Background: an optimization exercise with open tools, aiming at small area. Do not read the settings as production practice. Where RTL was checked, it was by simulation tests only, not by an equivalence proof against the original. For runs 1 to 4, only the layout was checked, not whether the RTL still works. No activity file was given, so power comes from the tool's default toggle rates.

## standard.sh

```bash
#!/bin/bash
# synth_recipe.tcl (not shown) runs the flow's synth.tcl, then flattens the netlist and writes it again
# the make line also repeats each setting of config.mk as NAME=value (left out here)
make -C /OpenROAD-flow-scripts/flow DESIGN_CONFIG=/design/flow/config.mk WORK_HOME=/design/flow/orfs CLKGATE_MAP_FILE= SYNTH_SCRIPT=/design/flow/synth_recipe.tcl "${@:-finish}"
```

## flow/run.sh

```bash
#!/bin/bash
# Standard ORFS layout with three changes to how the layout is made:
#  - pins may sit on neighbouring tracks, so that the 815 ports fit a small die;
#  - the port buffers are the smallest buffer cell;
#  - the clock tree uses clkbuf_8 for clusters of up to 14 registers and no dummy loads.
# Each ORFS step keeps its own log under orfs/logs/; make's output goes to flow.log.
set -o pipefail
bash standard.sh \
  'PLACE_PINS_ARGS=-min_distance 1 -min_distance_in_tracks' \
  'BUFFER_PORTS_ARGS=-buffer_cell sky130_fd_sc_hd__buf_1' \
  'CTS_ARGS=-sink_clustering_enable -repair_clock_nets -dont_use_dummy_load -buf_list {sky130_fd_sc_hd__clkbuf_8} -root_buf sky130_fd_sc_hd__clkbuf_8 -sink_clustering_size 14 -sink_clustering_max_diameter 80' \
  finish > flow.log 2>&1
```

## design.v

```verilog
package i2c_mem_pkg;
  localparam int DATA_W = 8;
  localparam int ADDR_W = 6;
  localparam int REGS_PER_BANK = 8;
  localparam int NUM_BANKS     = 4;
  localparam int NUM_REGS      = NUM_BANKS * REGS_PER_BANK;
  localparam int STATUS_BASE = 32;
  localparam int NUM_STATUS  = 2;
  typedef logic [DATA_W-1:0] data_t;
  typedef logic [ADDR_W-1:0] addr_t;
endpackage
`timescale 1ns/1ns
module i2c_mem_bit_nxt (
  input  logic go,
  input  logic hold,
  input  logic wd,
  input  logic q,
  input  logic init,
  input  logic laen,
  input  logic rst,
  output logic nxt
);
  logic wr_n;     
  logic init_n;   
  assign wr_n   = ~((go & wd) | (hold & q));
  assign init_n = ~(init & (laen | rst));
  assign nxt    = ~(init_n & (laen | wr_n));
endmodule
module i2c_mem_reg_bank (
  input  logic [i2c_mem_pkg::REGS_PER_BANK-1:0]                   rst_r,
  input  logic [i2c_mem_pkg::REGS_PER_BANK-1:0]                   wr_go,
  input  logic [i2c_mem_pkg::REGS_PER_BANK-1:0]                   wr_hold,
  input  i2c_mem_pkg::data_t                                      wr_data,
  input  logic [i2c_mem_pkg::REGS_PER_BANK*i2c_mem_pkg::DATA_W-1:0] rf_init,
  input  logic [i2c_mem_pkg::REGS_PER_BANK*i2c_mem_pkg::DATA_W-1:0] rf_laen,
  input  logic [i2c_mem_pkg::REGS_PER_BANK*i2c_mem_pkg::DATA_W-1:0] rf_data,
  output logic [i2c_mem_pkg::REGS_PER_BANK*i2c_mem_pkg::DATA_W-1:0] rf_next
);
  localparam int NUM_R = i2c_mem_pkg::REGS_PER_BANK;
  localparam int DW    = i2c_mem_pkg::DATA_W;
  for (genvar r = 0; r < NUM_R; r++)
  begin : g_reg
    for (genvar b = 0; b < DW; b++)
    begin : g_bit
      i2c_mem_bit_nxt i_nxt (
        .go   (wr_go[r]),
        .hold (wr_hold[r]),
        .wd   (wr_data[b]),
        .q    (rf_data[r*DW+b]),
        .init (rf_init[r*DW+b]),
        .laen (rf_laen[r*DW+b]),
        .rst  (rst_r[r]),
        .nxt  (rf_next[r*DW+b])
      );
    end
  end
endmodule
`timescale 1ns/1ns
module i2c_mem_rd_ao3 (
  input  logic [2:0] sel,
  input  logic [2:0] dat,
  output logic       y_n
);
  assign y_n = ~(|(sel & dat));
endmodule
module i2c_mem_rd_mux (
  input  i2c_mem_pkg::addr_t                                         rd_addr,
  input  logic [i2c_mem_pkg::NUM_REGS*i2c_mem_pkg::DATA_W-1:0]       regs,
  input  logic [i2c_mem_pkg::NUM_STATUS*i2c_mem_pkg::DATA_W-1:0]     status,
  output i2c_mem_pkg::data_t                                         rd_data
);
  localparam int DW  = i2c_mem_pkg::DATA_W;
  localparam int NR  = i2c_mem_pkg::NUM_REGS;
  localparam int NS  = i2c_mem_pkg::NUM_STATUS;
  localparam int NE  = NR + NS;
  localparam int NG  = NE / 3;            
  localparam int NL  = NE - 3 * NG;        
  localparam int NT  = NG + NL;            
  logic [NE*DW-1:0] src;
  logic [NE-1:0]    sel;
  logic [NT*DW-1:0] grp_n;
  assign src = {status, regs};
  logic [7:0] lo_n;
  logic [4:0] hi_n;    
  i2c_mem_dec3n #(.N(8)) i_lo_dec (.a(rd_addr[2:0]), .y_n(lo_n));
  i2c_mem_dec3n #(.N(5)) i_hi_dec (.a(rd_addr[5:3]), .y_n(hi_n));
  for (genvar k = 0; k < NE; k++)
  begin : g_sel
    if (k < NR)
    begin : g_reg
      i2c_mem_nor2 i_sel (.a(hi_n[k / 8]), .b(lo_n[k % 8]), .y(sel[k]));
    end
    else
    begin : g_status
      i2c_mem_nor2 i_sel (
        .a (hi_n[i2c_mem_pkg::STATUS_BASE / 8]),
        .b (lo_n[(i2c_mem_pkg::STATUS_BASE + k - NR) % 8]),
        .y (sel[k])
      );
    end
  end
  for (genvar b = 0; b < DW; b++)
  begin : g_bit
    for (genvar g = 0; g < NG; g++)
    begin : g_grp
      i2c_mem_rd_ao3 i_ao3 (
        .sel ({sel[3*g+2], sel[3*g+1], sel[3*g]}),
        .dat ({src[(3*g+2)*DW+b], src[(3*g+1)*DW+b], src[(3*g)*DW+b]}),
        .y_n (grp_n[b*NT+g])
      );
    end
    for (genvar l = 0; l < NL; l++)
    begin : g_left
      assign grp_n[b*NT+NG+l] = ~(sel[3*NG+l] & src[(3*NG+l)*DW+b]);
    end
    assign rd_data[b] = ~(&grp_n[b*NT +: NT]);
  end
endmodule
`timescale 1ns/1ns
module i2c_mem_nor2 (
  input  logic a,
  input  logic b,
  output logic y
);
  assign y = ~(a | b);
endmodule
module i2c_mem_inv (
  input  logic a,
  output logic y
);
  assign y = ~a;
endmodule
module i2c_mem_nand3 (
  input  logic a,
  input  logic b,
  input  logic c,
  output logic y
);
  assign y = ~(a & b & c);
endmodule
module i2c_mem_nand4 (
  input  logic a,
  input  logic b,
  input  logic c,
  input  logic d,
  output logic y
);
  assign y = ~(a & b & c & d);
endmodule
module i2c_mem_dec3n #(
  parameter int N = 8
) (
  input  logic [2:0]   a,
  output logic [N-1:0] y_n
);
  logic [2:0] a_n;
  for (genvar b = 0; b < 3; b++)
  begin : g_inv
    i2c_mem_inv i_inv (.a(a[b]), .y(a_n[b]));
  end
  for (genvar i = 0; i < N; i++)
  begin : g_out
    i2c_mem_nand3 i_nand (
      .a (i[0] ? a[0] : a_n[0]),
      .b (i[1] ? a[1] : a_n[1]),
      .c (i[2] ? a[2] : a_n[2]),
      .y (y_n[i])
    );
  end
endmodule
module i2c_mem_wr_sel (
  input  logic bank_n,
  input  logic idx_n,
  input  logic rst,
  output logic go,
  output logic hold,
  output logic rst_r
);
  i2c_mem_nor2 i_go   (.a(bank_n), .b(idx_n), .y(go));
  i2c_mem_nor2 i_hold (.a(go),     .b(rst),   .y(hold));
  i2c_mem_nor2 i_rst  (.a(go),     .b(hold),  .y(rst_r));
endmodule
module i2c_mem (
  input  logic                                                                     wr_clk,
  input  logic                                                                     rst,
  input  logic                                                                     wr_en,
  input  logic [i2c_mem_pkg::ADDR_W-1:0]                                           wr_addr,
  input  logic [i2c_mem_pkg::ADDR_W-1:0]                                           rd_addr,
  input  logic [i2c_mem_pkg::DATA_W-1:0]                                           wr_data,
  input  logic [(i2c_mem_pkg::NUM_REGS+i2c_mem_pkg::NUM_STATUS)*i2c_mem_pkg::DATA_W-1:0] rf_init,
  input  logic [i2c_mem_pkg::NUM_REGS*i2c_mem_pkg::DATA_W-1:0]                     rf_laen,
  output logic [i2c_mem_pkg::DATA_W-1:0]                                           rd_data,
  output logic [i2c_mem_pkg::NUM_REGS*i2c_mem_pkg::DATA_W-1:0]                     rf_data
);
  localparam int RPB = i2c_mem_pkg::REGS_PER_BANK;
  localparam int DW  = i2c_mem_pkg::DATA_W;
  localparam int BW  = RPB * DW;
  localparam int NB  = i2c_mem_pkg::NUM_BANKS;
  localparam int NR  = i2c_mem_pkg::NUM_REGS;
  logic [NB-1:0]    bank_n;    
  logic [RPB-1:0]   idx_n;     
  logic [NR-1:0]    wr_go;
  logic [NR-1:0]    wr_hold;
  logic [NR-1:0]    rst_r;
  logic [NR*DW-1:0] rf_next;
  logic       wr_low;      
  logic [1:0] wa_n;        
  i2c_mem_nor2 i_wr_low (.a(rst), .b(wr_addr[5]), .y(wr_low));
  i2c_mem_inv  i_wa3_n  (.a(wr_addr[3]), .y(wa_n[0]));
  i2c_mem_inv  i_wa4_n  (.a(wr_addr[4]), .y(wa_n[1]));
  for (genvar g = 0; g < NB; g++)
  begin : g_bank_dec
    i2c_mem_nand4 i_bank_n (
      .a (wr_en),
      .b (wr_low),
      .c (g[0] ? wr_addr[3] : wa_n[0]),
      .d (g[1] ? wr_addr[4] : wa_n[1]),
      .y (bank_n[g])
    );
  end
  i2c_mem_dec3n #(.N(RPB)) i_idx_dec (.a(wr_addr[2:0]), .y_n(idx_n));
  for (genvar r = 0; r < NR; r++)
  begin : g_wr
    i2c_mem_wr_sel i_sel (
      .bank_n (bank_n[r / RPB]),
      .idx_n  (idx_n[r % RPB]),
      .rst    (rst),
      .go     (wr_go[r]),
      .hold   (wr_hold[r]),
      .rst_r  (rst_r[r])
    );
  end
  for (genvar g = 0; g < NB; g++)
  begin : g_bank
    i2c_mem_reg_bank i_bank (
      .rst_r    (rst_r[g*RPB +: RPB]),
      .wr_go    (wr_go[g*RPB +: RPB]),
      .wr_hold  (wr_hold[g*RPB +: RPB]),
      .wr_data  (wr_data),
      .rf_init  (rf_init[g*BW +: BW]),
      .rf_laen  (rf_laen[g*BW +: BW]),
      .rf_data  (rf_data[g*BW +: BW]),
      .rf_next  (rf_next[g*BW +: BW])
    );
  end
  always_ff @(posedge wr_clk)
    rf_data <= rf_next;
  i2c_mem_rd_mux i_rd_mux (
    .rd_addr (rd_addr),
    .regs    (rf_data),
    .status  (rf_init[i2c_mem_pkg::STATUS_BASE*DW +: i2c_mem_pkg::NUM_STATUS*DW]),
    .rd_data (rd_data)
  );
endmodule
```

## constraint.sdc

```tcl
create_clock -name core_clock -period 6.0 [get_ports {wr_clk}]
set_input_delay 1.2000 -clock core_clock [delete_from_list [all_inputs] [get_ports {wr_clk}]]
set_output_delay 1.2000 -clock core_clock [all_outputs]
set_load 0.01 [all_outputs]
```

## config.mk

```make
export PLATFORM = sky130hd
export DESIGN_NAME = i2c_mem
export DESIGN_NICKNAME = i2c_mem
export VERILOG_FILES = /design/flow/design.v
export SDC_FILE = /design/flow/constraint.sdc
export NUM_CORES = 4
export LEC_CHECK = 0
export CAP_MARGIN = 0
export CORE_AREA = 4 4 236 236
export DIE_AREA = 0 0 240 240
export SLEW_MARGIN = 0
export SYNTH_HIERARCHICAL = 1
```

==> summary.txt, run 1 <==
status complete, no violations; via/cell ratio 5.95; CTS tree done; post-synthesis sequential area ratio 0.450; WP data required 4800 ps; Flop pwr share 0.545; pwr/cell area 246 mW/mm²; grt total ovfl 0; Die X 240 µm; share of layout cells above drive strength 1 0.0226; Reg clk slew, reported paths 90 ps; IO Port Bufs 814; DR WL/cell 30.6 µm; cts repair resizes 0; Top reg by flops rf_data; Max Clock Freq 216 MHz; Clock Sinks 256; Net Sw Power 1.42 mW; Tightest Pin Transition 1280 ps; die height 240 µm; CP startpoint kind input pin; commonest non-fill, non-tap cell in the layout buf_1; FF-to-FF setup slack 5060 ps; overall power 3.89 mW; CP endpoint kind primary output; clock skew 0 ps; largest net degree at the start of global routing 33; Yosys warnings 7; # setup viols final 0; synthesized instance count 1312; Hold-fix buffers, CTS 0; min Tclk post-route 4620 ps; Nets 2718; max reg flops 256; met3 Use GR 0.0669; switching part of the total 0.365; root buf cell clkbuf_8; Post-Route Setup TNS 0 ps; Max clock buf depth 3; Core ar. 0.0530 mm²; vias in the first global route 16200; hold crit path type reg2reg; post-CTS setup buffer count 0; Post-DP HPWL 71.0 mm; largest registers rf_data: 256 flops; number of iterations in the first detailed-routing pass 9; worst reg2reg path depth 2; met1 usage in global routing 0.361; Initial Utilization 0.215; Syn-to-layout area delta 38.9%; CP Class in2out; die area 0.0576 mm²; pre-CTS setup slack 1450 ps; cts bufs inserted 23; initial drt markers 2242; Final WS setup 1380 ps; post-route ant nets 0; Clock power frac 0.249; Int Power 2.47 mW; RSZ-0062 raised after global routing no; data arrival time of the critical path 3420 ps; CTS H-tree lvls 1; via count 17200; synthesized cell area 0.0114 mm²; Final Hold Viols 0; Placer Congestion 1.08; Final Util 0.299; reg-to-reg endpoint rf_data[216]$_DFF_P_; Tcrit/Tclk final 0.770; antenna violations before repair 30; VDD IR max 147 µV; Slew Limit Fails 0; max_cap viols 0; met2 track demand over resource 0.430; post-synthesis register bit count 256; final WL 88.1 mm; Tot GR Track Use 0.283; first-pass GRT wire length 119 mm; critical path peak fanout 8; combinational fraction of design power 0.206; clock latency on the worst-skew pair 600 ps; Post-Syn Area per Cell 8.68 µm²; DRC violations left 0; hold-critical path depth 2; hold_ws 594 ps; commonest cells after routing, fill and taps aside 805 x buf_1, 256 x a22oi_1, 256 x o21ai_0, 256 x o21ai_1, 256 x dfxtp_1; Lkg Pwr 5.07 nW; synth unique cells 11; min-delay src rf_data[32]$_DFF_P_; syn_nets 1863; Top Ports 815; hold path endpoint rf_data[32]$_DFF_P_; Worst R2R Start rf_data[216]$_DFF_P_; Rel. slew slack 0.148; cell row count 84; busiest grt layer met2
-- layout make-up --
class | count | area, µm²
clock buffers | 23 | 317
multi-input cells | 1044 | 6220
inverters | 11 | 41.3
diodes | 30 | 75.1
well taps | 688 | 861
flip-flops and latches | 256 | 5120
repair buffers | 831 | 3190
fillers | 5944 | 37100
-- stage by stage --
stage                     std cells  cell area [µm²]
after global routing           2877            15800
after CTS                      2853            15800
final                          2883            15800
after global placement         2830            15400
after detailed placement       2830            15400
after floorplan                1312            11400
-- synth_stat cells --
library cell	number	area share
a2111o_1	8	0.0079
o21ai_0	256	0.11
o21ai_1	256	0.11
a22oi_1	256	0.17
nand4_1	20	0.011
inv_1	11	0.0036
nand3_1	29	0.013
buf_6	1	0.00099
a222oi_1	88	0.077
dfxtp_1	256	0.45
nor2_1	131	0.043
-- critical path, cell delays in order --
cell and delay [ps]:
buf_1 180, inv_1 120, nand3_1 230, nor2_1 220, a222oi_1 500, nand3_1 280
a2111o_1 490, buf_1 180
-- how the worst max path moves through the flow --
stage | from | end | slack (ps) | cells after the start
after global placement | rd_addr[0] | rd_data[1] | 1580 | 8
after global routing | rd_addr[0] | rd_data[1] | 1310 | 8
final | rd_addr[0] | rd_data[5] | 1380 | 8
after detailed placement | rd_addr[0] | rd_data[1] | 1450 | 8
after floorplan | rd_addr[5] | rd_data[1] | 2330 | 6
after CTS | rd_addr[0] | rd_data[1] | 1430 | 8
-- per-layer routing --
metal  vias up  wire [µm]
li1       7202          -
met1      8055      34500
met2      1546      37000
met3       350       9470
met4         8       7150
met5         -         45
-- modules after synthesis, one instance, submodules excluded, excerpt --
module           times used  flops+latches  area, µm²  cells
i2c_mem_rd_ao3           88              0       10.0      1
i2c_mem                   1            256       5120    256
i2c_mem_inv              11              0       3.75      1
i2c_mem_nand4             4              0       6.26      1
i2c_mem_rd_mux            1              0        241     33
i2c_mem_nand3            21              0       5.00      1
i2c_mem_bit_nxt         256              0       17.5      3
i2c_mem_nor2            131              0       3.75      1
-- cells by family (layout without fill, tap and decap cells) --
group                  Yosys count  after routing  share of synthesized area
AOI/OAI and AO/OA              864            864                      0.479
buffers and inverters           12            865                    0.00461
DFF                            256            256                      0.450
other                            0             30                          0
and+or+nand+nor                180            180                     0.0669
-- power groups by stage --
| stage | logic [mW] | registers (mW) | clock network [mW] |
|---|---|---|---|
| 6_report | 0.801 | 2.12 | 0.970 |
| 2_1_floorplan | 0.252 | 2.06 | 0 |
| 3_3_place_gp | 0.775 | 2.17 | 0 |
| 4_1_cts | 0.784 | 2.11 | 0.991 |
| 5_1_grt | 0.864 | 2.12 | 1.04 |
| 3_5_place_dp | 0.779 | 2.15 | 0 |
==> run 2, diff against run 1 <==
--- a/config.mk
+++ b/config.mk
@@ -9,4 +9,5 @@
 export CORE_AREA = 4 4 236 236
 export DIE_AREA = 0 0 240 240
+export GPL_TIMING_DRIVEN = 0
 export SLEW_MARGIN = 0
 export SYNTH_HIERARCHICAL = 1
==> summary.txt, run 2 <==
synthesized instance count 1312; Die X 240 µm; Tot GR Track Use 0.266; grt total ovfl 0; Core ar. 0.0530 mm²; die area 0.0576 mm²; Hold-fix buffers, CTS 0; Syn-to-layout area delta 39.4%; share of layout cells above drive strength 1 0.0195; clock skew 0 ps; synthesized cell area 0.0114 mm²; antenna violations before repair 22; final WL 83.3 mm; post-synthesis sequential area ratio 0.450; Reg clk slew, reported paths 90 ps; min Tclk post-route 5100 ps; Yosys warnings 7; cts bufs inserted 23; cts repair resizes 0; Top Ports 815; Synth top area share 0.450; Post-Syn Area per Cell 8.68 µm²; Final Util 0.300; critical path's most frequent cell buf_1; Tightest Pin Transition 990 ps; VDD IR max 125 µV; status complete, no violations; die height 240 µm; clock latency on the worst-skew pair 600 ps; WP data required 4800 ps; Nets 2711; syn_nets 1863; max reg flops 256; Yosys top cell by area dfxtp_1; post-CTS setup buffer count 0; hold crit path type reg2reg; commonest non-fill, non-tap cell in the layout buf_1; CTS tree done; crit-path leading delay family compound AO/OA/AOI/OAI gates; CP startpoint kind input pin; Clock Sinks 256; post-synthesis register bit count 256; cell row count 84; CTS H-tree lvls 1; Max clock buf depth 3; number of iterations in the first detailed-routing pass 13; worst reg2reg path depth 2; Rel. slew slack 0.338; data arrival time of the critical path 3900 ps; # setup viols final 0; pwr/cell area 241 mW/mm²; CP max stage delay 920 ps; Tcrit/Tclk final 0.849; DRC violations left 0; critical path peak fanout 8; CP Class in2out; max_cap viols 0; Top reg by flops rf_data; top post-synthesis cells by area dfxtp_1 45%, a22oi_1 17%, o21ai_0 11%; Initial Utilization 0.215; DR WL/cell 29.1 µm; first-pass GRT wire length 113 mm; Commonest cells post-synth 256 x a22oi_1, 256 x dfxtp_1, 256 x o21ai_0, 256 x o21ai_1, 131 x nor2_1; post-route ant nets 0; FF-to-FF setup slack 5090 ps; CP Cell Sequence buf_1, inv_1, nand3_1, nor2_1, a222oi_1, nand4_1, a2111o_1, buf_1; Max Clock Freq 196 MHz; via count 16600; reg-to-reg endpoint rf_data[31]$_DFF_P_; number of flops mapped to enable cells by yosys 0; IO Port Bufs 814; Placer Congestion 1.03; CP endpoint kind primary output; commonest cells after routing, fill and taps aside 805 x buf_1, 256 x a22oi_1, 256 x o21ai_0, 256 x o21ai_1, 256 x dfxtp_1; hold-critical path depth 2; dominant synthesized flop cell dfxtp_1; Post-Route Setup TNS 0 ps; min-delay src rf_data[108]$_DFF_P_; Final Hold Viols 0; root buf cell clkbuf_8; vias in the first global route 16100; Worst R2R Start rf_data[31]$_DFF_P_; ys async rst share 0; WP buf/inv 3; Slew Limit Fails 0; largest registers rf_data: 256 flops; CP max stage cell a222oi_1; largest net degree at the start of global routing 24; initial drt markers 1846; hold path endpoint rf_data[108]$_DFF_P_; RSZ-0062 raised after global routing no; Post-DP HPWL 68.1 mm; synth unique cells 11; Lkg Pwr 5.08 nW; via/cell ratio 5.80
-- run 2: cell types whose count changed in the layout (fill, tap and decap cells not counted) --
cell      delta
buf_16       +2
buf_12       +7
diode_2      -8
buf_6        +1
clkbuf_2     -9
buf_4       -17
buf_2        +9
-- run 2: layer usage --
metal | routed length (µm) | share of wire | vias to the layer above | global-route usage
met2 | 36000 | 0.43 | 1380 | 0.414
li1 | - | - | 7182 | -
met5 | 32 | 0.00038 | - | 0
met3 | 8840 | 0.11 | 315 | 0.0627
met4 | 6110 | 0.073 | 6 | 0.154
met1 | 32400 | 0.39 | 7763 | 0.338
-- run 2: layout make-up --
class / instances / area (µm²)
diodes: 22 / 55.1
plain buffers: 1 / 11.3
clock buffers: 23 / 317
fillers: 5861 / 37100
inverters: 11 / 41.3
multi-input cells: 1044 / 6220
flip-flops and latches: 256 / 5120
well taps: 688 / 861
repair buffers: 823 / 3260
-- run 2: tightest hold or removal path, cell delays in order, from the launching register on --
cell and delay, ps:
dfxtp_1 360, a22oi_1 70, o21ai_1 110
-- run 2: how the worst max path moves through the flow --
| stage | startpoint | end | slack [ps] | cells past startpoint |
|---|---|---|---|---|
| floorplan | rd_addr[5] | rd_data[1] | 2330 | 6 |
| global placement | rst | rf_data[37]$_DFF_P_ | 3 | 8 |
| detailed placement | rd_addr[0] | rd_data[0] | 870 | 8 |
| CTS | rd_addr[0] | rd_data[0] | 860 | 8 |
| global route | rd_addr[0] | rd_data[0] | 780 | 8 |
| finish | rd_addr[0] | rd_data[0] | 900 | 8 |
-- run 2: power breakdown --
part	switching, mW	internal [mW]
Combinational	0.542	0.285
Sequential	0.186	1.85
Clock	0.613	0.342
Total	1.34	2.48
-- run 2: per-module statistics from Yosys, one instance, submodules excluded, a selection --
module           times used  area, µm²  flops+latches  cells
i2c_mem_nor2            131       3.75              0      1
i2c_mem_inv              11       3.75              0      1
i2c_mem_bit_nxt         256       17.5              0      3
i2c_mem_rd_ao3           88       10.0              0      1
i2c_mem                   1       5120            256    256
i2c_mem_rd_mux            1        241              0     33
i2c_mem_nand3            21       5.00              0      1
i2c_mem_nand4             4       6.26              0      1
-- run 2: cell families after synthesis --
kind of cell / after synthesis / synth area share
AOI/OAI and AO/OA: 864 / 0.479
DFF: 256 / 0.450
and+or+nand+nor: 180 / 0.0669
buffers and inverters: 12 / 0.00461
-- run 2: per-stage QoR --
stage	total power, mW	std cells	hold slack (ps)	worst slack (ps)	cell area, µm²
after floorplan	2.32	1312	579	2330	11400
after global placement	2.86	2814	536	3.30	15300
after detailed placement	2.88	2823	546	867	15500
after CTS	3.83	2846	571	860	15800
after global routing	3.97	2865	598	784	15900
final	3.82	2868	573	903	15900
==> run 3, diff against run 2 <==
--- a/config.mk
+++ b/config.mk
@@ -7,7 +7,6 @@
 export LEC_CHECK = 0
 export CAP_MARGIN = 0
-export CORE_AREA = 4 4 236 236
-export DIE_AREA = 0 0 240 240
-export GPL_TIMING_DRIVEN = 0
+export CORE_AREA = 4 4 216 216
+export DIE_AREA = 0 0 220 220
 export SLEW_MARGIN = 0
 export SYNTH_HIERARCHICAL = 1
==> summary.txt, run 3 <==
status complete, no violations; min-delay src rf_data[234]$_DFF_P_; DR WL/cell 31.1 µm; number of iterations in the first detailed-routing pass 9; Net Sw Power 1.41 mW; Top Ports 815; reg-to-reg endpoint rf_data[216]$_DFF_P_; vias in the first global route 16200; root buf cell clkbuf_8; min Tclk post-route 4650 ps; Initial Utilization 0.257; WP data required 4800 ps; Post-Syn Area per Cell 8.68 µm²; Int Power 2.50 mW; clock latency on the worst-skew pair 570 ps; final WL 87.2 mm; Yosys warnings 7; CP max stage delay 530 ps; via count 17300; clock skew 0 ps; FF-to-FF setup slack 5000 ps; IO Port Bufs 814; Tcrit/Tclk final 0.775; initial drt markers 2478; critical path peak fanout 8; Post-DP HPWL 68.2 mm; Die X 220 µm; antenna violations before repair 42; switching part of the total 0.360; Core ar. 0.0443 mm²; ys async rst share 0; VDD IR max 125 µV; commonest non-fill, non-tap cell in the layout buf_1; critical path's most frequent cell buf_1; data arrival time of the critical path 3450 ps; synthesized cell area 0.0114 mm²; Placer Congestion 1.08; largest registers rf_data: 256 flops; # setup viols final 0; Max clock buf depth 3; CP startpoint kind input pin; Synth top area share 0.450; CP endpoint kind primary output; Flop pwr share 0.541; post-CTS setup buffer count 0; worst reg2reg path depth 2; syn_nets 1863; Reg clk slew, reported paths 100 ps; Syn-to-layout area delta 38.2%; CTS tree done; Top reg by flops rf_data; post-synthesis sequential area ratio 0.450; CP Class in2out; cell row count 77; Commonest cells post-synth 256 x a22oi_1, 256 x dfxtp_1, 256 x o21ai_0, 256 x o21ai_1, 131 x nor2_1; via/cell ratio 6.19; DRC violations left 0; WP buf/inv 3; first-pass GRT wire length 115 mm; Clock Sinks 256; hold crit path type reg2reg; Rel. slew slack 0.149; Max Clock Freq 215 MHz; synth unique cells 11; CP Cell Sequence buf_1, inv_1, nand3_1, nor2_1, a222oi_1, nand4_1, a2111o_1, buf_1; largest net degree at the start of global routing 33; cts repair resizes 0; Final Hold Viols 0; pwr/cell area 248 mW/mm²; Yosys top cell by area dfxtp_1; die height 220 µm; top post-synthesis cells by area dfxtp_1 45%, a22oi_1 17%, o21ai_0 11%; max_cap viols 0; hold_ws 587 ps; Slew Limit Fails 0; combinational fraction of design power 0.203; Worst R2R Start rf_data[216]$_DFF_P_; number of flops mapped to enable cells by yosys 0; Clock power frac 0.256; synthesized instance count 1312; cts bufs inserted 25; Tightest Pin Transition 1280 ps; crit-path leading delay family compound AO/OA/AOI/OAI gates; post-route ant nets 0; die area 0.0484 mm²; Lkg Pwr 5.07 nW; max reg flops 256; dominant synthesized flop cell dfxtp_1; Hold-fix buffers, CTS 0; post-synthesis register bit count 256; CTS H-tree lvls 1; RSZ-0062 raised after global routing no; Nets 2717; Post-Route Setup TNS 0 ps; hold path endpoint rf_data[234]$_DFF_P_; Tot GR Track Use 0.329; hold-critical path depth 2; Fill cells 4942; CP max stage cell a222oi_1; share of layout cells above drive strength 1 0.0222; grt total ovfl 0; commonest cells after routing, fill and taps aside 805 x buf_1, 256 x a22oi_1, 256 x o21ai_0, 256 x o21ai_1, 256 x dfxtp_1
-- run 3: cell counts after synthesis --
No cell type changed its count.
-- run 3: final cells by class --
type | instances | area, µm² | area share
diodes | 43 | 108 | 0.00683
clock buffers | 25 | 344 | 0.0218
inverters | 11 | 41.3 | 0.00262
flip-flops and latches | 256 | 5120 | 0.325
multi-input cells | 1044 | 6220 | 0.395
well taps | 592 | 741 | 0.0470
repair buffers | 828 | 3170 | 0.201
-- run 3: how the worst max path moves through the flow --
stage / start / endpoint / slack, ps / cells past startpoint
2_1_floorplan: rd_addr[5] / rd_data[1] / 2330 / 6
5_1_grt: rd_addr[0] / rd_data[4] / 1300 / 8
4_1_cts: rd_addr[0] / rd_data[4] / 1480 / 8
3_3_place_gp: rd_addr[4] / rd_data[2] / 1650 / 8
3_5_place_dp: rd_addr[0] / rd_data[4] / 1480 / 8
6_report: rd_addr[0] / rd_data[4] / 1350 / 8
-- run 3: logic make-up after synthesis --
| logic type | after synthesis | synth area share |
|---|---|---|
| flops | 256 | 0.450 |
| buf+inv | 12 | 0.00461 |
| simple gates | 180 | 0.0669 |
| compound gates | 864 | 0.479 |
-- run 3: stage by stage --
| stage | setup slack, ps | cells | total power [mW] | instance area (µm²) | utilization |
|---|---|---|---|---|---|
| after floorplan | 2330 | 1312 | 2.32 | 11400 | - |
| after global placement | 1650 | 2731 | 2.92 | 15300 | 0.345 |
| after detailed placement | 1480 | 2731 | 2.91 | 15300 | 0.345 |
| after CTS | 1480 | 2756 | 3.90 | 15600 | 0.353 |
| after global routing | 1300 | 2795 | 4.04 | 15700 | 0.355 |
| final | 1350 | 2799 | 3.91 | 15700 | 0.355 |
-- run 3: metal layers --
metal  global-route usage  wire [µm]  vias to the layer above
met5                    0         41                        -
met1                0.373      31000                     8226
met2                0.533      40000                     1434
li1                     -          -                     7226
met4                0.264       8190                        6
met3               0.0683       7990                      437
-- run 3: per-module statistics from Yosys (local to each module, per instance), excerpt --
module | cells | cell area [µm²] | flip-flops and latches
i2c_mem_rd_mux | 33 | 241 | 0
i2c_mem_nor2 | 1 | 3.75 | 0
i2c_mem_bit_nxt | 3 | 17.5 | 0
i2c_mem_inv | 1 | 3.75 | 0
i2c_mem | 256 | 5120 | 256
i2c_mem_rd_ao3 | 1 | 10.0 | 0
i2c_mem_nand3 | 1 | 5.00 | 0
-- run 3: worst register-to-register path, delay by kind of cell (launching register included) --
| kind | cells | cell delay, ps |
|---|---|---|
| compound gates | 2 | 380 |
| flops | 1 | 540 |
-- run 3: power by group through the flow --
stage,registers (mW),logic (mW),clock network [mW]
floorplan,2.06,0.252,0
global placement,2.16,0.761,0
detailed placement,2.14,0.769,0
CTS,2.10,0.771,1.03
global route,2.11,0.850,1.08
finish,2.11,0.792,1.00
==> run 4, diff against run 3 <==
--- a/flow/run.sh
+++ b/flow/run.sh
@@ -3,4 +3,5 @@
 #  - pins may sit on neighbouring tracks, so that the 815 ports fit a small die;
 #  - the port buffers are the smallest buffer cell;
+#  - antennas are repaired after detailed routing only, not after global routing;
 #  - the clock tree uses clkbuf_8 for clusters of up to 14 registers and no dummy loads.
 # Each ORFS step keeps its own log under orfs/logs/; make's output goes to flow.log.
@@ -10,3 +11,4 @@
   'BUFFER_PORTS_ARGS=-buffer_cell sky130_fd_sc_hd__buf_1' \
   'CTS_ARGS=-sink_clustering_enable -repair_clock_nets -dont_use_dummy_load -buf_list {sky130_fd_sc_hd__clkbuf_8} -root_buf sky130_fd_sc_hd__clkbuf_8 -sink_clustering_size 14 -sink_clustering_max_diameter 80' \
+  'SKIP_ANTENNA_REPAIR=1' \
   finish > flow.log 2>&1
--- a/config.mk
+++ b/config.mk
@@ -7,6 +7,7 @@
 export LEC_CHECK = 0
 export CAP_MARGIN = 0
-export CORE_AREA = 4 4 216 216
-export DIE_AREA = 0 0 220 220
+export CORE_AREA = 4 4 236 236
+export DIE_AREA = 0 0 240 240
+export GPL_TIMING_DRIVEN = 0
 export SLEW_MARGIN = 0
 export SYNTH_HIERARCHICAL = 1
==> summary.txt, run 4 <==
pre-CTS setup slack 867 ps; Fill cells 5851; Final Hold Viols 0; CTS tree done; dominant synthesized flop cell dfxtp_1; Post-DP HPWL 68.1 mm; hold path endpoint rf_data[108]$_DFF_P_; final WL 83.4 mm; Worst R2R Start rf_data[31]$_DFF_P_; Max clock buf depth 3; share of layout cells above drive strength 1 0.0195; WP data required 4800 ps; Tightest Pin Transition 997 ps; Slew Limit Fails 0; # setup viols final 0; max reg flops 256; number of iterations in the first detailed-routing pass 9; CP max stage delay 950 ps; Top reg by flops rf_data; largest registers rf_data: 256 flops; CP startpoint kind input pin; reg-to-reg endpoint rf_data[31]$_DFF_P_; Post-Route Setup TNS 0 ps; placed cells 2823; root buf cell clkbuf_8; Multi-input gate area 0.00622 mm²; VDD IR max 124 µV; Int Power 2.48 mW; CTS H-tree lvls 1; post-synthesis sequential area ratio 0.450; data arrival time of the critical path 3950 ps; hold-critical path depth 2; Net Sw Power 1.34 mW; hold crit path type reg2reg; Rel. slew slack 0.336; die height 240 µm; via count 16700; clock skew 0 ps; Flop pwr share 0.534; Yosys top cell by area dfxtp_1; min Tclk post-route 5150 ps; commonest cells after routing, fill and taps aside 805 x buf_1, 256 x a22oi_1, 256 x o21ai_0, 256 x o21ai_1, 256 x dfxtp_1; cts bufs inserted 23; DRC violations left 0; Nets 2711; Tcrit/Tclk final 0.859; crit-path leading delay family compound AO/OA/AOI/OAI gates; Max Clock Freq 194 MHz; min-delay src rf_data[108]$_DFF_P_; synthesized instance count 1312; RSZ-0062 raised after global routing no; cell row count 84; CP Class in2out; Commonest cells post-synth 256 x a22oi_1, 256 x dfxtp_1, 256 x o21ai_0, 256 x o21ai_1, 131 x nor2_1; synth unique cells 11; worst reg2reg path depth 2; status complete, no violations; top post-synthesis cells by area dfxtp_1 45%, a22oi_1 17%, o21ai_0 11%; number of flops mapped to enable cells by yosys 0; Placer Congestion 1.03; post-synthesis register bit count 256; pwr/cell area 240 mW/mm²; critical path's most frequent cell buf_1; Tot GR Track Use 0.266; Hold-fix buffers, CTS 0; FF-to-FF setup slack 5090 ps; IO Port Bufs 814; CP max stage cell a222oi_1; DR WL/cell 29.0 µm; Initial Utilization 0.215; switching part of the total 0.351; first-pass GRT wire length 113 mm; Clock power frac 0.250; max_cap viols 0; Lkg Pwr 5.08 nW; CP Launch Point rd_addr[0]; critical path peak fanout 8; Core ar. 0.0530 mm²; Critical Path Stages 8; die area 0.0576 mm²; via/cell ratio 5.82; Die X 240 µm; cts repair resizes 0; combinational fraction of design power 0.217; non-filler cells, final 2870; ys async rst share 0; Top Ports 815; register area 0.00512 mm²; initial drt markers 1894; CP endpoint kind primary output; grt total ovfl 0; Final WS setup 846 ps; clock latency on the worst-skew pair 600 ps; Yosys warnings 7; CP Cell Sequence buf_1, inv_1, nand3_1, nor2_1, a222oi_1, nand4_1, a2111o_1, buf_1; Reg clk slew, reported paths 90 ps; syn_nets 1863; overall power 3.82 mW; post-route ant nets 0; post-CTS setup buffer count 0; Clock Sinks 256; synthesized cell area 0.0114 mm²; WP buf/inv 3; Post-Syn Area per Cell 8.68 µm²; Synth top area share 0.450; commonest non-fill, non-tap cell in the layout buf_1; vias in the first global route 16100; largest net degree at the start of global routing 24; Syn-to-layout area delta 39.5%
[run 4: how the worst max path moves through the flow]
stage	to	slack [ps]
6_report	rd_data[0]	850
5_1_grt	rd_data[0]	780
4_1_cts	rd_data[0]	860
3_5_place_dp	rd_data[0]	870
3_3_place_gp	rf_data[37]$_DFF_P_	3
2_1_floorplan	rd_data[1]	2330
[run 4: tightest hold or removal path, stage by stage (launching register included)]
cell and delay (ps):
dfxtp_1 360, a22oi_1 70, o21ai_1 110
[run 4: power groups by stage]
stage          clock [mW]  sequential (mW)  combinational [mW]
3_3_place_gp            0             2.07               0.789
2_1_floorplan           0             2.06               0.252
6_report            0.955             2.04               0.828
4_1_cts             0.988             2.03               0.810
5_1_grt              1.04             2.05               0.887
3_5_place_dp            0             2.07               0.807
[run 4: final cells by class]
class                           instances  share of cell area
Buffer                                  1            0.000708
Tap cell                              688              0.0542
Multi-Input combinational cell       1044               0.391
Antenna cell                           24             0.00378
Timing Repair Buffer                  823               0.205
Sequential cell                       256               0.322
Clock buffer                           23              0.0199
Inverter                               11             0.00260
[run 4: per-module statistics from Yosys, one instance, submodules excluded, excerpt]
| module | cells | copies in the design | cell area, µm² | flip-flops and latches |
|---|---|---|---|---|
| i2c_mem_bit_nxt | 3 | 256 | 17.5 | 0 |
| i2c_mem | 256 | 1 | 5120 | 256 |
| i2c_mem_rd_ao3 | 1 | 88 | 10.0 | 0 |
| i2c_mem_inv | 1 | 11 | 3.75 | 0 |
| i2c_mem_nor2 | 1 | 131 | 3.75 | 0 |
| i2c_mem_rd_mux | 33 | 1 | 241 | 0 |
| i2c_mem_nand3 | 1 | 21 | 5.00 | 0 |
| i2c_mem_nand4 | 1 | 4 | 6.26 | 0 |
[run 4: through the flow]
step                      hold slack, ps  utilization  instance area, µm²
after floorplan                      579            -               11400
after global placement               536        0.289               15300
after detailed placement             546        0.293               15500
after CTS                            571        0.299               15800
after global routing                 598        0.299               15800
final                                573        0.300               15900
[run 4: kinds of logic (layout without fill, tap and decap cells)]
logic type,Yosys count,after routing,share of synthesized area
other cells,0,24,0
flops,256,256,0.450
buf+inv,12,858,0.00461
compound gates,864,864,0.479
simple gates,180,180,0.0669
[run 4: layer usage]
layer  global-route usage  vias to the layer above  share of wire
li1                     -                     7180              -
met1                0.338                     7856           0.39
met2                0.414                     1366           0.44
met3               0.0627                      294           0.10
met4                0.154                        0          0.065
met5                    0                        -              0
==> run 5, diff against run 4 <==
--- a/design.v
+++ b/design.v
@@ -174,10 +174,8 @@
   input  logic rst,
   output logic go,
-  output logic hold,
-  output logic rst_r
+  output logic hold
 );
   i2c_mem_nor2 i_go   (.a(bank_n), .b(idx_n), .y(go));
   i2c_mem_nor2 i_hold (.a(go),     .b(rst),   .y(hold));
-  i2c_mem_nor2 i_rst  (.a(go),     .b(hold),  .y(rst_r));
 endmodule
 module i2c_mem (
@@ -227,7 +225,11 @@
       .rst    (rst),
       .go     (wr_go[r]),
-      .hold   (wr_hold[r]),
-      .rst_r  (rst_r[r])
-    );
+      .hold   (wr_hold[r])
+    );
+  end
+  for (genvar r = 0; r < NR; r += 2)
+  begin : g_rst
+    i2c_mem_nor2 i_rst (.a(wr_go[r]), .b(wr_hold[r]), .y(rst_r[r]));
+    assign rst_r[r+1] = rst_r[r];
   end
   for (genvar g = 0; g < NB; g++)
==> flow/run.sh (replaced) <==
#!/bin/bash
# Standard ORFS layout with three changes to how the layout is made:
#  - pins may sit on neighbouring tracks, so that the 815 ports fit a small die;
#  - the port buffers are the smallest buffer cell;
#  - the clock tree uses clkbuf_8 for clusters of up to 14 registers and no dummy loads.
# Each ORFS step keeps its own log under orfs/logs/; make's output goes to flow.log.
set -o pipefail
bash standard.sh \
  'PLACE_PINS_ARGS=-min_distance 1 -min_distance_in_tracks' \
  'BUFFER_PORTS_ARGS=-buffer_cell sky130_fd_sc_hd__buf_1' \
  'CTS_ARGS=-sink_clustering_enable -repair_clock_nets -dont_use_dummy_load -buf_list {sky130_fd_sc_hd__clkbuf_8} -root_buf sky130_fd_sc_hd__clkbuf_8 -sink_clustering_size 14 -sink_clustering_max_diameter 80' \
  finish > flow.log 2>&1
--- a/config.mk
+++ b/config.mk
@@ -6,8 +6,8 @@
 export NUM_CORES = 4
 export LEC_CHECK = 0
-export CAP_MARGIN = 0
+export CAP_MARGIN = 20
 export CORE_AREA = 4 4 236 236
 export DIE_AREA = 0 0 240 240
-export GPL_TIMING_DRIVEN = 0
-export SLEW_MARGIN = 0
+export PLACE_DENSITY = 0.8
+export SLEW_MARGIN = 20
 export SYNTH_HIERARCHICAL = 1
==> summary.txt, run 5 <==
status complete, no violations; Clock power frac 0.260; commonest cells after routing, fill and taps aside 805 x buf_1, 256 x a22oi_1, 256 x o21ai_0, 256 x o21ai_1, 256 x dfxtp_1; syn_nets 1847; final WL 83.4 mm; mux share of post-synthesis cell area 0; CP Class in2out; Synth Area in XOR/XNOR 0; Initial Utilization 0.214; Yosys top cell by area dfxtp_1; Tightest Pin Transition 1270 ps; hold crit path type reg2reg; placed cells 2815; DR WL/cell 29.0 µm; synth unique cells 11; CTS tree done; cts bufs inserted 25; Tot GR Track Use 0.265; CP startpoint kind input pin; commonest non-fill, non-tap cell in the layout buf_1; ys async rst share 0; initial drt markers 2297; Core ar. 0.0530 mm²; Synth top area share 0.452; post-synthesis register bit count 256; root buf cell clkbuf_8; min Tclk post-route 5050 ps; Tcrit/Tclk final 0.842; CTS H-tree lvls 1; cell row count 84; Nets 2705; die area 0.0576 mm²; # setup viols final 0; number of flops mapped to enable cells by yosys 0; RSZ-0062 raised after global routing no; combinational fraction of design power 0.206; cts repair resizes 0; Top Ports 815; Final Util 0.299; Syn-to-layout area delta 39.7%; post-route ant nets 0; largest family of logic cells by synthesized area compound AO/OA/AOI/OAI gates; post-CTS setup buffer count 0; Yosys warnings 7; clock latency on the worst-skew pair 610 ps; CP endpoint kind primary output; via/cell ratio 5.82; data arrival time of the critical path 3850 ps; critical path peak fanout 8; Post-Syn Area per Cell 8.75 µm²; Top reg by flops rf_data; share of layout cells above drive strength 1 0.0251; Clock Sinks 256; Post-Route Setup TNS 0 ps; Die X 240 µm; FF-to-FF setup slack 4970 ps; number of iterations in the first detailed-routing pass 11; non-filler cells, final 2874; Post-DP HPWL 66.2 mm; via count 16700; first-pass GRT wire length 112 mm; Flop pwr share 0.534; pwr/cell area 243 mW/mm²; antenna violations before repair 30; top post-synthesis cells by area dfxtp_1 45%, a22oi_1 17%, o21ai_0 11%; Slew Limit Fails 0; overall power 3.85 mW; Placer Congestion 1.06; simple-gate share of the synthesized area 0.0619; DRC violations left 0; largest registers rf_data: 256 flops; die height 240 µm; post-synthesis sequential area ratio 0.452; max_cap viols 0; synthesized instance count 1296; Hold-fix buffers, CTS 0; Rel. slew slack 0.152; vias in the first global route 15600; Final Hold Viols 0; Lkg Pwr 5.07 nW; Commonest cells post-synth 256 x a22oi_1, 256 x dfxtp_1, 256 x o21ai_0, 256 x o21ai_1, 115 x nor2_1; Max Clock Freq 198 MHz; switching part of the total 0.351; WP data required 4800 ps; largest net degree at the start of global routing 33; Int Power 2.50 mW; IO Port Bufs 814; grt total ovfl 0; VDD IR max 150 µV; max reg flops 256; area share of fa/ha/maj cells after synthesis 0; clock skew 0 ps; Reg clk slew, reported paths 100 ps; synthesized cell area 0.0113 mm²; Max clock buf depth 3; Net Sw Power 1.35 mW; dominant synthesized flop cell dfxtp_1; compound-gate portion of the synthesized area 0.481
## run 5: routing by layer
| metal | wire length, µm | part of all wire | track usage |
|---|---|---|---|
| met1 | 30800 | 0.37 | 0.322 |
| met2 | 36500 | 0.44 | 0.415 |
| met3 | 9060 | 0.11 | 0.0643 |
| met4 | 7010 | 0.084 | 0.182 |
| met5 | 11 | 0.00013 | 0 |
## run 5: critical path, stage by stage
cell	delay, ps
buf_1	190
inv_1	130
nand3_1	290
nor2_1	280
a222oi_1	840
nand4_1	310
a2111o_1	410
buf_1	190
## run 5: layout make-up
class,instances,area [µm²]
diodes,34,85.1
clock buffers,25,344
fillers,5816,37100
inverters,11,41.3
multi-input cells,1028,6160
flip-flops and latches,256,5120
well taps,688,861
repair buffers,832,3210
## run 5: metrics by stage
stage	hold WS (ps)	cell area [µm²]	worst slack (ps)
after detailed placement	552	15400	852
after global placement	545	15400	899
after floorplan	579	11300	2330
final	578	15800	949
after global routing	598	15800	815
after CTS	576	15700	857
## run 5: modules after synthesis (local to each module, per instance), a selection
module          cell area, µm²  cells  flip-flops and latches
i2c_mem_nand3             5.00      1                       0
i2c_mem_rd_ao3            10.0      1                       0
i2c_mem_nand4             6.26      1                       0
i2c_mem_inv               3.75      1                       0
i2c_mem                   5120    256                     256
i2c_mem_rd_mux             241     33                       0
i2c_mem_nor2              3.75      1                       0
## run 5: kinds of logic after synthesis
family / after synthesis
buffers and inverters: 12
AOI/OAI and AO/OA: 864
and+or+nand+nor: 164
DFF: 256
## run 5: power groups by stage
stage | Combinational [mW] | Clock, mW | Sequential [mW]
floorplan | 0.249 | 0 | 2.06
global placement | 0.767 | 0 | 2.09
detailed placement | 0.775 | 0 | 2.08
CTS | 0.779 | 1.02 | 2.04
global route | 0.853 | 1.08 | 2.06
finish | 0.794 | 1.00 | 2.05
## run 5: final timing paths
check | depth (start not counted) | endpoint | start
setup / recovery | 8 | rd_data[0] | rd_addr[2]
hold / removal | 2 | rf_data[241]$_DFF_P_ | rf_data[241]$_DFF_P_
setup reg to reg | 2 | rf_data[96]$_DFF_P_ | rf_data[96]$_DFF_P_
hold reg to reg | 2 | rf_data[241]$_DFF_P_ | rf_data[241]$_DFF_P_
==> run 6, diff against run 5 <==
--- a/config.mk
+++ b/config.mk
@@ -9,5 +9,4 @@
 export CORE_AREA = 4 4 236 236
 export DIE_AREA = 0 0 240 240
-export PLACE_DENSITY = 0.8
 export SLEW_MARGIN = 20
 export SYNTH_HIERARCHICAL = 1
==> summary.txt, run 6 <==
largest net degree at the start of global routing 33; die height 240 µm; Placer Congestion 1.00; CTS H-tree lvls 1; CP startpoint kind input pin; Die X 240 µm; Synth top area share 0.452; Post-Route Setup TNS 0 ps; IO Port Bufs 814; Lkg Pwr 5.07 nW; dominant synthesized flop cell dfxtp_1; vias in the first global route 16200; Slew Limit Fails 0; mux share of post-synthesis cell area 0; max reg flops 256; Tcrit/Tclk final 0.830; Synth Area in XOR/XNOR 0; commonest non-fill, non-tap cell in the layout buf_1; data arrival time of the critical path 3780 ps; synthesized instance count 1296; pre-CTS setup slack 1080 ps; Core ar. 0.0530 mm²; antenna violations before repair 25; met3 Use GR 0.0673; CP endpoint kind primary output; Final Hold Viols 0; pwr/cell area 245 mW/mm²; final WL 83.9 mm; worst reg2reg path depth 2; hold-critical path depth 2; first-pass GRT wire length 114 mm; hold_ws 585 ps; cell area after placement 0.0154 mm²; cell row count 84; Initial Utilization 0.214; cts bufs inserted 25; compound-gate portion of the synthesized area 0.481; number of iterations in the first detailed-routing pass 7; via count 16800; Syn-to-layout area delta 39.5%; Reg clk slew, reported paths 100 ps; hold crit path type reg2reg; met2 track demand over resource 0.410; clock skew 0 ps; area share of fa/ha/maj cells after synthesis 0; Multi-input gate area 0.00616 mm²; Yosys top cell by area dfxtp_1; post-route ant nets 0; largest registers rf_data: 256 flops; Hold-fix buffers, CTS 0; Yosys warnings 7; VDD IR max 138 µV; die area 0.0576 mm²; WP data required 4800 ps; via/cell ratio 5.86; Max clock buf depth 3; synthesized cell area 0.0113 mm²; Max Clock Freq 201 MHz; Final WS setup 1020 ps; max_cap viols 0; Tot GR Track Use 0.269; cts repair resizes 0; post-CTS setup buffer count 0; commonest cells after routing, fill and taps aside 805 x buf_1, 256 x a22oi_1, 256 x o21ai_0, 256 x o21ai_1, 256 x dfxtp_1; grt total ovfl 0; overall power 3.87 mW; Clock Sinks 256; synth unique cells 11; Post-DP HPWL 67.0 mm; ys async rst share 0; DRC violations left 0; syn_nets 1847; share of layout cells above drive strength 1 0.0255; Rel. slew slack 0.311; Commonest cells post-synth 256 x a22oi_1, 256 x dfxtp_1, 256 x o21ai_0, 256 x o21ai_1, 115 x nor2_1; Top Ports 815; status complete, no violations; CTS tree done; # setup viols final 0; initial drt markers 2067; critical path peak fanout 8; Nets 2708; design area 0.0158 mm²; top post-synthesis cells by area dfxtp_1 45%, a22oi_1 17%, o21ai_0 11%; Top reg by flops rf_data; CP Class in2out; largest family of logic cells by synthesized area compound AO/OA/AOI/OAI gates; met1 usage in global routing 0.342; busiest grt layer met2; RSZ-0062 raised after global routing no; Post-Syn Area per Cell 8.75 µm²; DR WL/cell 29.3 µm; Tightest Pin Transition 1030 ps; root buf cell clkbuf_8; Fill cells 5836; post-synthesis register bit count 256; post-synthesis sequential area ratio 0.452; clock latency on the worst-skew pair 590 ps; number of flops mapped to enable cells by yosys 0; min Tclk post-route 4980 ps; simple-gate share of the synthesized area 0.0619; register area 0.00512 mm²
==> run 6: area by class of cell <==
type                       instances  share of cell area
timing repair buffer             835               0.204
tap                              688              0.0544
clock buffer                      25              0.0218
antenna                           24             0.00380
inverter                          11             0.00261
sequential                       256               0.324
multi-input combinational       1028               0.389
==> run 6: logic make-up (layout without fill, tap and decap cells) <==
kind of cell / Yosys count / after routing
compound gates: 864 / 864
buf+inv: 12 / 871
flops: 256 / 256
other cells: 0 / 24
simple gates: 164 / 164
==> run 6: power breakdown <==
group          leakage, nW  switching (mW)  total (mW)  internal, mW
clock                0.180           0.632        1.00         0.370
sequential            2.16           0.208        2.06          1.85
combinational         2.74           0.531       0.809         0.278
total                 5.07            1.37        3.87          2.50
==> run 6: Yosys stat by module, one instance, submodules excluded, excerpt <==
module	flops+latches	area [µm²]	times used
i2c_mem_rd_mux	0	241	1
i2c_mem	256	5120	1
i2c_mem_bit_nxt	0	17.5	256
i2c_mem_nand3	0	5.00	21
i2c_mem_inv	0	3.75	11
i2c_mem_nor2	0	3.75	115
i2c_mem_rd_ao3	0	10.0	88
i2c_mem_nand4	0	6.26	4
==> run 6: path summary, 6_finish.rpt <==
path                        startpoint                   end  slack, ps
hold / removal    rf_data[114]$_DFF_P_  rf_data[114]$_DFF_P_        580
setup / recovery            rd_addr[2]            rd_data[5]       1020
setup reg to reg   rf_data[40]$_DFF_P_   rf_data[40]$_DFF_P_       5000
hold reg to reg   rf_data[114]$_DFF_P_  rf_data[114]$_DFF_P_        580
==> run 6: critical path: stages <==
cell and delay (ps):
buf_1 180, inv_1 120, nand3_1 260, nor2_1 280, a222oi_1 610, nand4_1 420, a2111o_1 530, buf_1 160
==> run 6: stage by stage <==
step            util  instances
6_report       0.299       2867
5_1_grt        0.298       2865
4_1_cts        0.297       2842
3_5_place_dp   0.291       2817
3_3_place_gp   0.291       2817
2_1_floorplan      -       1296
==> run 6: routing by layer <==
layer  vias to the layer above  part of all wire
met4                         6             0.073
met2                      1595              0.43
met1                      7763              0.38
met5                         -           0.00050
li1                       7154                 -
met3                       286              0.12
==> run 7, diff against run 6 <==
==> flow/run.sh (replaced) <==
#!/bin/bash
# Standard ORFS layout with three changes to how the layout is made:
#  - pins may sit on neighbouring tracks, so that the 815 ports fit a small die;
#  - the port buffers are the smallest buffer cell;
#  - the clock tree uses clkbuf_8 for clusters of up to 16 registers and no dummy loads.
# Each ORFS step keeps its own log under orfs/logs/; make's output goes to flow.log.
set -o pipefail
bash standard.sh \
  'PLACE_PINS_ARGS=-min_distance 1 -min_distance_in_tracks' \
  'BUFFER_PORTS_ARGS=-buffer_cell sky130_fd_sc_hd__buf_1' \
  'CTS_ARGS=-sink_clustering_enable -repair_clock_nets -dont_use_dummy_load -buf_list {sky130_fd_sc_hd__clkbuf_8} -root_buf sky130_fd_sc_hd__clkbuf_8 -sink_clustering_size 16 -sink_clustering_max_diameter 100' \
  finish > flow.log 2>&1
--- a/config.mk
+++ b/config.mk
@@ -9,4 +9,5 @@
 export CORE_AREA = 4 4 236 236
 export DIE_AREA = 0 0 240 240
+export GPL_TIMING_DRIVEN = 0
 export SLEW_MARGIN = 20
 export SYNTH_HIERARCHICAL = 1
==> summary.txt, run 7 <==
# setup viols final 0; post-route ant nets 0; CP startpoint kind input pin; initial drt markers 1920; post-synthesis register bit count 256; first-pass GRT wire length 110 mm; via count 16400; Post-Syn Area per Cell 8.75 µm²; status complete, no violations; Post-Route Setup TNS 0 ps; dominant synthesized flop cell dfxtp_1; DRC violations left 0; share of layout cells above drive strength 1 0.0206; Reg clk slew, reported paths 110 ps; Initial Utilization 0.214; DR WL/cell 28.6 µm; RSZ-0062 raised after global routing no; CTS H-tree lvls 1; pwr/cell area 238 mW/mm²; grt total ovfl 0; Rel. slew slack 0.281; post-CTS setup buffer count 0; Placer Congestion 0.993; top post-synthesis cells by area dfxtp_1 45%, a22oi_1 17%, o21ai_0 11%; area share of fa/ha/maj cells after synthesis 0; Final Util 0.299; die area 0.0576 mm²; VDD IR max 121 µV; largest net degree at the start of global routing 22; hold_ws 564 ps; clock skew 0 ps; Lkg Pwr 5.05 nW; number of iterations in the first detailed-routing pass 10; number of flops mapped to enable cells by yosys 0; syn_nets 1847; Max Clock Freq 198 MHz; Top reg by flops rf_data; Top Ports 815; min Tclk post-route 5060 ps; final WL 81.6 mm; vias in the first global route 15700; die height 240 µm; Hold-fix buffers, CTS 0; cts bufs inserted 20; Commonest cells post-synth 256 x a22oi_1, 256 x dfxtp_1, 256 x o21ai_0, 256 x o21ai_1, 115 x nor2_1; simple-gate share of the synthesized area 0.0619; Post-DP HPWL 67.1 mm; Yosys warnings 7; max_cap viols 0; post-synthesis sequential area ratio 0.452; largest registers rf_data: 256 flops; Syn-to-layout area delta 39.7%; CTS tree done; cts repair resizes 0; Tot GR Track Use 0.260; data arrival time of the critical path 3860 ps; CP Class in2out; Tcrit/Tclk final 0.844; synth unique cells 11; Core ar. 0.0530 mm²; synthesized cell area 0.0113 mm²; clock latency on the worst-skew pair 580 ps; synthesized instance count 1296; compound-gate portion of the synthesized area 0.481; Die X 240 µm; commonest non-fill, non-tap cell in the layout buf_1; commonest cells after routing, fill and taps aside 805 x buf_1, 256 x a22oi_1, 256 x o21ai_0, 256 x o21ai_1, 256 x dfxtp_1; ys async rst share 0; Synth Area in XOR/XNOR 0; Nets 2693; Tightest Pin Transition 1070 ps; critical path peak fanout 8; antenna violations before repair 26; Synth top area share 0.452; Max clock buf depth 3; cell row count 84; Final Hold Viols 0; CP endpoint kind primary output; hold crit path type reg2reg; IO Port Bufs 814; Slew Limit Fails 0; via/cell ratio 5.74; max reg flops 256; WP data required 4800 ps; Yosys top cell by area dfxtp_1; largest family of logic cells by synthesized area compound AO/OA/AOI/OAI gates; root buf cell clkbuf_8; overall power 3.77 mW; mux share of post-synthesis cell area 0; Clock Sinks 256
-- run 7: critical path, stage by stage --
cell and delay (ps):
buf_1 180, inv_1 120, nand3_1 350, nor2_1 310, a222oi_1 880, nand4_1 250
a2111o_1 390, buf_1 180
-- run 7: area by class of cell --
cell class              instances  area [µm²]
fillers                      5846       37100
plain buffers                   1        11.3
well taps                     688         861
diodes                         25        62.6
multi-input cells            1028        6170
clock buffers                  20         275
inverters                      11        41.3
flip-flops and latches        256        5120
repair buffers                824        3300
-- run 7: kinds of logic after synthesis --
kind of cell,count (synthesis)
flops,256
buf+inv,12
simple gates,164
compound gates,864
-- run 7: power breakdown --
group / internal (mW) / switching (mW)
combinational: 0.286 / 0.536
sequential: 1.85 / 0.188
clock: 0.300 / 0.610
total: 2.44 / 1.33
-- run 7: final timing paths --
path	start	to	depth (start not counted)	slack (ps)
worst min-delay path	rf_data[211]$_DFF_P_	rf_data[211]$_DFF_P_	2	560
worst max-delay path	rd_addr[2]	rd_data[0]	8	940
worst min register to register	rf_data[211]$_DFF_P_	rf_data[211]$_DFF_P_	2	560
worst max register to register	rf_data[26]$_DFF_P_	rf_data[26]$_DFF_P_	2	4880
-- run 7: per-stage QoR --
step / setup slack, ps / cells / area, µm²
after floorplan: 2330 / 1296 / 11300
after global placement: -529 / 2798 / 15300
after detailed placement: 897 / 2808 / 15500
after CTS: 893 / 2828 / 15800
after global routing: 822 / 2848 / 15800
final: 938 / 2853 / 15800
-- run 7: per-layer routing --
| layer | global-route usage | vias up | routed length, µm |
|---|---|---|---|
| li1 | - | 7118 | - |
| met1 | 0.329 | 7586 | 32200 |
| met2 | 0.402 | 1379 | 34700 |
| met3 | 0.0718 | 291 | 9070 |
| met4 | 0.140 | 12 | 5580 |
| met5 | 0 | - | 75 |
-- run 7: modules after synthesis, one instance, submodules excluded, excerpt --
module / area, µm² / flops+latches / copies in the design
i2c_mem_nand4: 6.26 / 0 / 4
i2c_mem_rd_ao3: 10.0 / 0 / 88
i2c_mem_inv: 3.75 / 0 / 11
i2c_mem_bit_nxt: 17.5 / 0 / 256
i2c_mem: 5120 / 256 / 1
i2c_mem_nor2: 3.75 / 0 / 115
i2c_mem_nand3: 5.00 / 0 / 21
i2c_mem_rd_mux: 241 / 0 / 1
==> run 8, diff against run 7 <==
--- a/config.mk
+++ b/config.mk
@@ -9,5 +9,4 @@
 export CORE_AREA = 4 4 236 236
 export DIE_AREA = 0 0 240 240
-export GPL_TIMING_DRIVEN = 0
 export SLEW_MARGIN = 20
 export SYNTH_HIERARCHICAL = 1
==> summary.txt, run 8 <==
max reg flops 256; CTS H-tree lvls 1; min-delay src rf_data[140]$_DFF_P_; IO Port Bufs 814; syn_nets 1847; final WL 84.0 mm; Fill cells 5848; post-CTS setup buffer count 0; Post-Syn Area per Cell 8.75 µm²; via count 16800; initial drt markers 2015; antenna violations before repair 22; Hold-fix buffers, CTS 0; crit-path leading delay family compound AO/OA/AOI/OAI gates; Final Hold Viols 0; post-synthesis register bit count 256; Die X 240 µm; synth unique cells 11; CP startpoint kind input pin; CP Cell Sequence buf_1, inv_1, nand3_1, nor2_1, a222oi_1, nand4_1, a2111o_1, buf_1; reg-to-reg endpoint rf_data[40]$_DFF_P_; synthesized instance count 1296; pwr/cell area 242 mW/mm²; die area 0.0576 mm²; combinational fraction of design power 0.213; cts repair resizes 0; Synth top area share 0.452; FF-to-FF setup slack 4990 ps; VDD IR max 109 µV; Flop pwr share 0.541; clock latency on the worst-skew pair 590 ps; max_cap viols 0; CP Class in2out; Post-DP HPWL 67.0 mm; commonest cells after routing, fill and taps aside 805 x buf_1, 256 x a22oi_1, 256 x o21ai_0, 256 x o21ai_1, 256 x dfxtp_1; critical path peak fanout 8; CP max stage delay 880 ps; Placer Congestion 1.00; Max Clock Freq 198 MHz; worst reg2reg path depth 2; Initial Utilization 0.214; Multi-input gate area 0.00616 mm²; min Tclk post-route 5050 ps; RSZ-0062 raised after global routing no; Post-Route Setup TNS 0 ps; Slew Limit Fails 0; largest registers rf_data: 256 flops; Final Util 0.297; hold crit path type reg2reg; WP data required 4800 ps; synthesized cell area 0.0113 mm²; CTS tree done; Rel. slew slack 0.273; Lkg Pwr 5.05 nW; root buf cell clkbuf_8; # setup viols final 0; grt total ovfl 0; share of layout cells above drive strength 1 0.0237; Max clock buf depth 3; post-synthesis sequential area ratio 0.452; Top reg by flops rf_data; dominant synthesized flop cell dfxtp_1; Reg clk slew, reported paths 100 ps; Commonest cells post-synth 256 x a22oi_1, 256 x dfxtp_1, 256 x o21ai_0, 256 x o21ai_1, 115 x nor2_1; WP buf/inv 3; Core ar. 0.0530 mm²; first-pass GRT wire length 114 mm; clock skew 0 ps; Yosys top cell by area dfxtp_1; non-filler cells, final 2860; cell row count 84; critical path's most frequent cell buf_1; Clock Sinks 256; DR WL/cell 29.4 µm; Worst Setup EP rd_data[0]; number of iterations in the first detailed-routing pass 7; Tcrit/Tclk final 0.841; top post-synthesis cells by area dfxtp_1 45%, a22oi_1 17%, o21ai_0 11%; die height 240 µm; Clock power frac 0.246; Nets 2704; register area 0.00512 mm²; commonest non-fill, non-tap cell in the layout buf_1; Int Power 2.45 mW; Yosys warnings 7; CP endpoint kind primary output; Tightest Pin Transition 1090 ps; ys async rst share 0; CP max stage cell a222oi_1; number of flops mapped to enable cells by yosys 0; placed cells 2817; CP Launch Point rd_addr[2]; overall power 3.81 mW; switching part of the total 0.358; data arrival time of the critical path 3850 ps; post-route ant nets 0; via/cell ratio 5.86; Tot GR Track Use 0.269; largest net degree at the start of global routing 33; Critical Path Stages 8; DRC violations left 0; vias in the first global route 16200; Net Sw Power 1.36 mW; Top Ports 815; Syn-to-layout area delta 39.0%; Worst R2R Start rf_data[40]$_DFF_P_; status complete, no violations; hold_ws 584 ps; cts bufs inserted 21
-- run 8: per-layer routing --
metal	vias up	global-route usage	wire (µm)
met1	7725	0.341	32400
li1	7140	-	-
met3	304	0.0718	9790
met5	-	0	48
met2	1587	0.407	35600
met4	6	0.168	6260
-- run 8: tightest hold or removal path, stage by stage (launching register included) --
cell and delay (ps):
dfxtp_1 370, a22oi_1 80, o21ai_1 110
-- run 8: cell type report --
class / instances / area share
diodes: 21 / 0.00334
clock buffers: 21 / 0.0184
inverters: 11 / 0.00262
multi-input cells: 1028 / 0.391
flip-flops and latches: 256 / 0.325
well taps: 688 / 0.0547
repair buffers: 835 / 0.205
-- run 8: power groups by stage --
stage	clock network (mW)	registers (mW)	logic [mW]
after detailed placement	0	2.09	0.789
final	0.937	2.06	0.811
after CTS	0.966	2.05	0.793
after floorplan	0	2.06	0.249
after global routing	1.01	2.07	0.872
after global placement	0	2.10	0.790
-- run 8: kinds of logic (layout without fill, tap and decap cells) --
logic type             Yosys count  count (layout)  synth area share
AO/OA/AOI/OAI                  864             864             0.481
flip-flops                     256             256             0.452
AND/OR/NAND/NOR                164             164            0.0619
buffers and inverters           12             867           0.00464
other                            0              21                 0
-- run 8: worst min path at each step --
stage	end	cells past startpoint
5_1_grt	rf_data[227]$_DFF_P_	2
2_1_floorplan	rf_data[0]$_DFF_P_	2
3_3_place_gp	rf_data[107]$_DFF_P_	2
3_5_place_dp	rf_data[219]$_DFF_P_	2
6_report	rf_data[140]$_DFF_P_	2
4_1_cts	rf_data[140]$_DFF_P_	2
-- run 8: Yosys stat by module, one instance, submodules excluded, a selection --
module,flops+latches,cell area (µm²),times used,cells inside
i2c_mem,256,5120,1,256
i2c_mem_bit_nxt,0,17.5,256,3
i2c_mem_inv,0,3.75,11,1
i2c_mem_nand3,0,5.00,21,1
i2c_mem_nand4,0,6.26,4,1
i2c_mem_nor2,0,3.75,115,1
i2c_mem_rd_ao3,0,10.0,88,1
i2c_mem_rd_mux,0,241,1,33
-- run 8: through the flow --
step | setup slack (ps) | area [µm²]
floorplan | 2330 | 11300
global route | 952 | 15700
finish | 951 | 15800
global placement | 1070 | 15400
CTS | 1080 | 15700
detailed placement | 1080 | 15400

==> separate check: timing with driven ports <==
How much do the figures lean on ideal ports? The routed layouts below were timed once more, with nothing changed but the port constraints.
Step 1, drivers: a clkbuf_16 drives wr_clk and a buf_2 each remaining input, both assumed.
Step 2 adds t to the input delays and takes it off the output delays; t is the mean of the earliest and latest rising clock arrival at the registers after step 1. Input paths then give back, and output paths get back, about the clock's delay inside the block.
Three values: ideal, step 1, step 2; two values: the first two.
run	shift t [ns]	setup WS [ns]	hold WS [ns]	latest minus earliest clock arrival (ns)
run 1	0.653	1.381 / 1.262 / 1.262	0.594 / 0.594 / 0.594	0.048 / 0.048
run 2	0.637	0.903 / 0.806 / 0.806	0.573 / 0.573 / 0.573	0.043 / 0.043
run 3	0.645	1.347 / 1.202 / 1.202	0.587 / 0.587 / 0.587	0.058 / 0.058
run 4	0.635	0.846 / 0.745 / 0.745	0.573 / 0.573 / 0.573	0.042 / 0.042
run 5	0.657	0.949 / 0.879 / 0.879	0.578 / 0.578 / 0.578	0.074 / 0.075
run 6	0.660	1.021 / 0.930 / 0.930	0.585 / 0.585 / 0.585	0.070 / 0.070
run 7	0.629	0.938 / 0.850 / 0.850	0.564 / 0.564 / 0.564	0.037 / 0.037
run 8	0.621	0.951 / 0.860 / 0.860	0.584 / 0.584 / 0.584	0.067 / 0.067
After both steps every run listed still meets setup and hold. The setup slack of run 3, which loses most, moves by -0.145 ns with the drivers and by -0.145 ns with both steps.
